Source: an optimization exercise on an open RTL-to-GDS flow (aim: small area, a short achievable clock period and few clock cycles per item). Production flows keep margins and buffers that such runs may drop.
Power and IR drop assume default switching activity.

==> module lc4_superscalar, before the edit <==
module lc4_superscalar #(
   parameter logic [lc4_isa_pkg::WORD_W-1:0] START_PC = 16'h8200
) (
   input  logic                            gwe,
   input  logic                            i_rst,
   output logic [lc4_isa_pkg::WORD_W-1:0]  o_pc,
   input  lc4_isa_pkg::lc4_insn_u          i_insn_a,
   input  lc4_isa_pkg::lc4_insn_u          i_insn_b,
   output lc4_pipe_pkg::commit_t           o_commit_a,
   output lc4_pipe_pkg::commit_t           o_commit_b
);
   logic [15:0] pc_q;
   always_ff @(posedge gwe) begin
      if (i_rst) pc_q <= START_PC;
      else       pc_q <= pc_q + 16'd1;
   end
   assign o_pc = pc_q;
   logic        d_v;
   logic [15:0] d_insn;
   always_ff @(posedge gwe) begin
      d_v    <= !i_rst;
      d_insn <= i_insn_a;
   end
   logic        x_v, x_we, x_fa, x_fb, x_sub;
   logic [15:0] x_insn, x_a, x_b;
   logic        w_v, w_we;
   logic [15:0] w_insn, w_data, w_pc;
   logic [15:0] regs [8];
   logic        d_wr, d_imm, d_sub;
   logic [2:0]  d_rs, d_rt;
   logic [15:0] d_a, d_b;
   assign d_wr  = (d_insn[15:12] == 4'b0001) || (d_insn[15:12] == 4'b0101) ||
                  (d_insn[15:12] == 4'b1001);
   assign d_imm = d_insn[5];
   assign d_sub = d_insn[15:12] == 4'b0001 && d_insn[5:3] == 3'b010;
   assign d_rs  = d_insn[8:6];
   assign d_rt  = d_insn[2:0];
   assign d_a   = (w_we && w_insn[11:9] == d_rs) ? w_data : regs[d_rs];
   assign d_b   = d_imm ? {{11{d_insn[4]}}, d_insn[4:0]} :
                  (w_we && w_insn[11:9] == d_rt) ? w_data : regs[d_rt];
   always_ff @(posedge gwe) begin
      if (i_rst) begin
         x_v  <= 1'b0;
         x_we <= 1'b0;
      end else begin
         x_v  <= d_v;
         x_we <= d_v && d_wr;
      end
      x_insn <= d_insn;
      x_sub  <= d_sub;
      x_a    <= d_a;
      x_b    <= d_b ^ {16{d_sub}};    
      x_fa   <= x_we && (x_insn[11:9] == d_rs);
      x_fb   <= x_we && !d_imm && (x_insn[11:9] == d_rt);
   end
   logic [15:0] op_a, bb, g, p, gg, pp, sum, res;
   logic        is_arith, is_logic, is_const, is_imm;
   logic        s_sum, s_and, s_not, s_or, s_xor;
   assign is_arith = x_insn[15:12] == 4'b0001;
   assign is_logic = x_insn[15:12] == 4'b0101;
   assign is_const = x_insn[15:12] == 4'b1001;
   assign is_imm   = x_insn[5];
   assign s_sum    = is_arith && (is_imm || !x_insn[3]);    
   assign s_and    = is_logic && (is_imm || x_insn[4:3] == 2'b00);
   assign s_not    = is_logic && !is_imm && x_insn[4:3] == 2'b01;
   assign s_or     = is_logic && !is_imm && x_insn[4:3] == 2'b10;
   assign s_xor    = is_logic && !is_imm && x_insn[4:3] == 2'b11;
   assign op_a = x_fa ? w_data : x_a;
   assign bb   = x_fb ? (w_data ^ {16{x_sub}}) : x_b;
   assign g    = op_a & bb;
   assign p    = op_a ^ bb;
   always_comb begin
      logic [15:0] gn, pn;
      gg    = g;
      pp    = p;
      gg[0] = g[0] | (p[0] & x_sub);
      for (int d = 1; d < 16; d = d * 2) begin
         gn = gg;
         pn = pp;
         for (int i = d; i < 16; i++) begin
            gn[i] = gg[i] | (pp[i] & gg[i-d]);
            pn[i] = pp[i] & pp[i-d];
         end
         gg = gn;
         pp = pn;
      end
   end
   assign sum = p ^ {gg[14:0], x_sub};
   assign res = ({16{s_sum}} & sum) |
                ({16{s_and}} & g) |
                ({16{s_not}} & ~op_a) |
                ({16{s_or}}  & (g | p)) |
                ({16{s_xor}} & p) |
                ({16{is_const}} & {{7{x_insn[8]}}, x_insn[8:0]});
   always_ff @(posedge gwe) begin
      if (i_rst) begin
         w_v  <= 1'b0;
         w_we <= 1'b0;
         w_pc <= START_PC - 16'd3;
      end else begin
         w_v  <= x_v;
         w_we <= x_we;
         w_pc <= w_pc + 16'd1;
      end
      w_insn <= x_insn;
      w_data <= res;
   end
   always_ff @(posedge gwe) begin
      if (i_rst) begin
         for (int r = 0; r < 8; r++) regs[r] <= '0;
      end else if (w_we) begin
         regs[w_insn[11:9]] <= w_data;
      end
   end
   always_comb begin
      o_commit_a.stall  = w_v ? lc4_pipe_pkg::STALL_NONE : lc4_pipe_pkg::STALL_SPLIT;
      o_commit_a.pc     = w_pc;
      o_commit_a.insn   = w_insn;
      o_commit_a.rf_we  = w_we;
      o_commit_a.wsel   = w_insn[11:9];
      o_commit_a.wdata  = w_data;
      o_commit_a.nzp_we = w_we;
      if (w_data[15])          o_commit_a.nzp = lc4_isa_pkg::NZP_NEG;
      else if (w_data != '0)   o_commit_a.nzp = lc4_isa_pkg::NZP_POS;
      else                     o_commit_a.nzp = lc4_isa_pkg::NZP_ZERO;
   end
   assign o_commit_b = {lc4_pipe_pkg::STALL_SPLIT, 56'd0};
endmodule
export LEC_CHECK = 0
export ABC_AREA = 1
export CAP_MARGIN = 20
export CORE_MARGIN = 2
export CORE_UTILIZATION = 40
export SETUP_SLACK_MARGIN = 2.8
export SLEW_MARGIN = 20
create_clock -name core_clock -period 5.5 [get_ports {gwe}]
run.sh (not shown) runs the stock make flow with config.mk's settings and CLKGATE_MAP_FILE= SYNTH_SCRIPT=/design/flow/synth_recipe.tcl, a recipe that flattens the netlist after the stock synthesis.
Then changed:
--- a/flow/design.v
+++ b/flow/design.v
@@ -101,21 +101,17 @@
    logic [15:0] pc_q;
    always_ff @(posedge gwe) begin
       if (i_rst) pc_q <= START_PC;
       else       pc_q <= pc_q + 16'd1;
    end
    assign o_pc = pc_q;
-   logic        d_v;
    logic [15:0] d_insn;
-   always_ff @(posedge gwe) begin
-      d_v    <= !i_rst;
-      d_insn <= i_insn_a;
-   end
+   assign d_insn = i_insn_a;
    logic        x_v, x_we, x_fa, x_fb, x_sub;
    logic [15:0] x_insn, x_a, x_b;
-   logic        w_v, w_we;
+   logic        w_v, w_we, w_z;
    logic [15:0] w_insn, w_data, w_pc;
    logic [15:0] regs [8];
    logic        d_wr, d_imm, d_sub;
    logic [2:0]  d_rs, d_rt;
    logic [15:0] d_a, d_b;
    assign d_wr  = (d_insn[15:12] == 4'b0001) || (d_insn[15:12] == 4'b0101) ||
@@ -129,14 +125,14 @@
                   (w_we && w_insn[11:9] == d_rt) ? w_data : regs[d_rt];
    always_ff @(posedge gwe) begin
       if (i_rst) begin
          x_v  <= 1'b0;
          x_we <= 1'b0;
       end else begin
-         x_v  <= d_v;
-         x_we <= d_v && d_wr;
+         x_v  <= 1'b1;
+         x_we <= d_wr;
       end
       x_insn <= d_insn;
       x_sub  <= d_sub;
       x_a    <= d_a;
       x_b    <= d_b ^ {16{d_sub}};    
       x_fa   <= x_we && (x_insn[11:9] == d_rs);
@@ -172,46 +168,51 @@
          end
          gg = gn;
          pp = pn;
       end
    end
    assign sum = p ^ {gg[14:0], x_sub};
-   assign res = ({16{s_sum}} & sum) |
-                ({16{s_and}} & g) |
-                ({16{s_not}} & ~op_a) |
-                ({16{s_or}}  & (g | p)) |
-                ({16{s_xor}} & p) |
-                ({16{is_const}} & {{7{x_insn[8]}}, x_insn[8:0]});
+   logic [15:0] res_ns, t;
+   logic        z_sum, res_z;
+   assign res_ns = ({16{s_and}} & g) |
+                   ({16{s_not}} & ~op_a) |
+                   ({16{s_or}}  & (g | p)) |
+                   ({16{s_xor}} & p) |
+                   ({16{is_const}} & {{7{x_insn[8]}}, x_insn[8:0]});
+   assign res    = ({16{s_sum}} & sum) | res_ns;
+   assign t      = op_a | bb;
+   assign z_sum  = &(p ~^ {t[14:0], x_sub});
+   assign res_z  = s_sum ? z_sum : (res_ns == 16'd0);
    always_ff @(posedge gwe) begin
       if (i_rst) begin
          w_v  <= 1'b0;
          w_we <= 1'b0;
-         w_pc <= START_PC - 16'd3;
+         w_pc <= START_PC - 16'd2;
       end else begin
          w_v  <= x_v;
          w_we <= x_we;
          w_pc <= w_pc + 16'd1;
       end
       w_insn <= x_insn;
       w_data <= res;
-   end
-   always_ff @(posedge gwe) begin
-      if (i_rst) begin
-         for (int r = 0; r < 8; r++) regs[r] <= '0;
-      end else if (w_we) begin
-         regs[w_insn[11:9]] <= w_data;
-      end
+      w_z    <= res_z;
+   end
+   logic [15:0] rf_wd;
+   assign rf_wd = w_data & ~{16{i_rst}};
+   always_ff @(posedge gwe) begin
+      for (int r = 0; r < 8; r++)
+         if (i_rst || (w_we && w_insn[11:9] == 3'(r))) regs[r] <= rf_wd;
    end
    always_comb begin
       o_commit_a.stall  = w_v ? lc4_pipe_pkg::STALL_NONE : lc4_pipe_pkg::STALL_SPLIT;
       o_commit_a.pc     = w_pc;
       o_commit_a.insn   = w_insn;
       o_commit_a.rf_we  = w_we;
       o_commit_a.wsel   = w_insn[11:9];
       o_commit_a.wdata  = w_data;
       o_commit_a.nzp_we = w_we;
       if (w_data[15])          o_commit_a.nzp = lc4_isa_pkg::NZP_NEG;
-      else if (w_data != '0)   o_commit_a.nzp = lc4_isa_pkg::NZP_POS;
-      else                     o_commit_a.nzp = lc4_isa_pkg::NZP_ZERO;
+      else if (w_z)            o_commit_a.nzp = lc4_isa_pkg::NZP_ZERO;
+      else                     o_commit_a.nzp = lc4_isa_pkg::NZP_POS;
    end
    assign o_commit_b = {lc4_pipe_pkg::STALL_SPLIT, 56'd0};
 endmodule
=> The changed run went through all stages and came out clean. Design area went down by 5.5%. Setup slack improved by 0.22 ns. Die area went down by 6.8%. Area after synthesis goes down by 6.9%. Synthesized cell count is lower by 13%. Fmax went up by 8.3%. Combinational power goes up by 6.0%. Via count shrinks by 12%. Power came out higher by 0.82%. Sequential power is lower by about 4%.
Function was not checked in any run of this note: the RTL went through the layout flow alone.

-- afterwards: timing with drivers on the ports --
In the flow no input, the clock included, has a driving cell. The finished layouts below were timed again as built, in two steps. Step 1 sets driving cells, clkbuf_16 on the clock port and buf_2 on the other inputs (assumed; they add their load-dependent delay and slew). Step 2 moves the port delays by t, midway between the first and last clock arrival at a register: inputs arrive t later, outputs are due t later. That takes back most of the time a late clock gives input paths. a / b / c = ideal / step 1 / step 2; a / b = the first two.
run | shift t [ns] | setup slack, ns | worst register clock-pin slew, ns | worst data-port slew with drivers (ns) | cell pins on the clock port's net
the first run | 0.611 | 2.626 / 2.570 / 2.330 | 0.07 / 0.07 | 0.04 | 1
the second run | 0.591 | 2.846 / 2.792 / 2.280 | 0.06 / 0.06 | 0.06 | 1
After both steps every run listed still meets setup and hold. For the second run, which loses most, drivers alone change the setup slack by -0.054 ns; drivers and shift together by -0.566 ns.
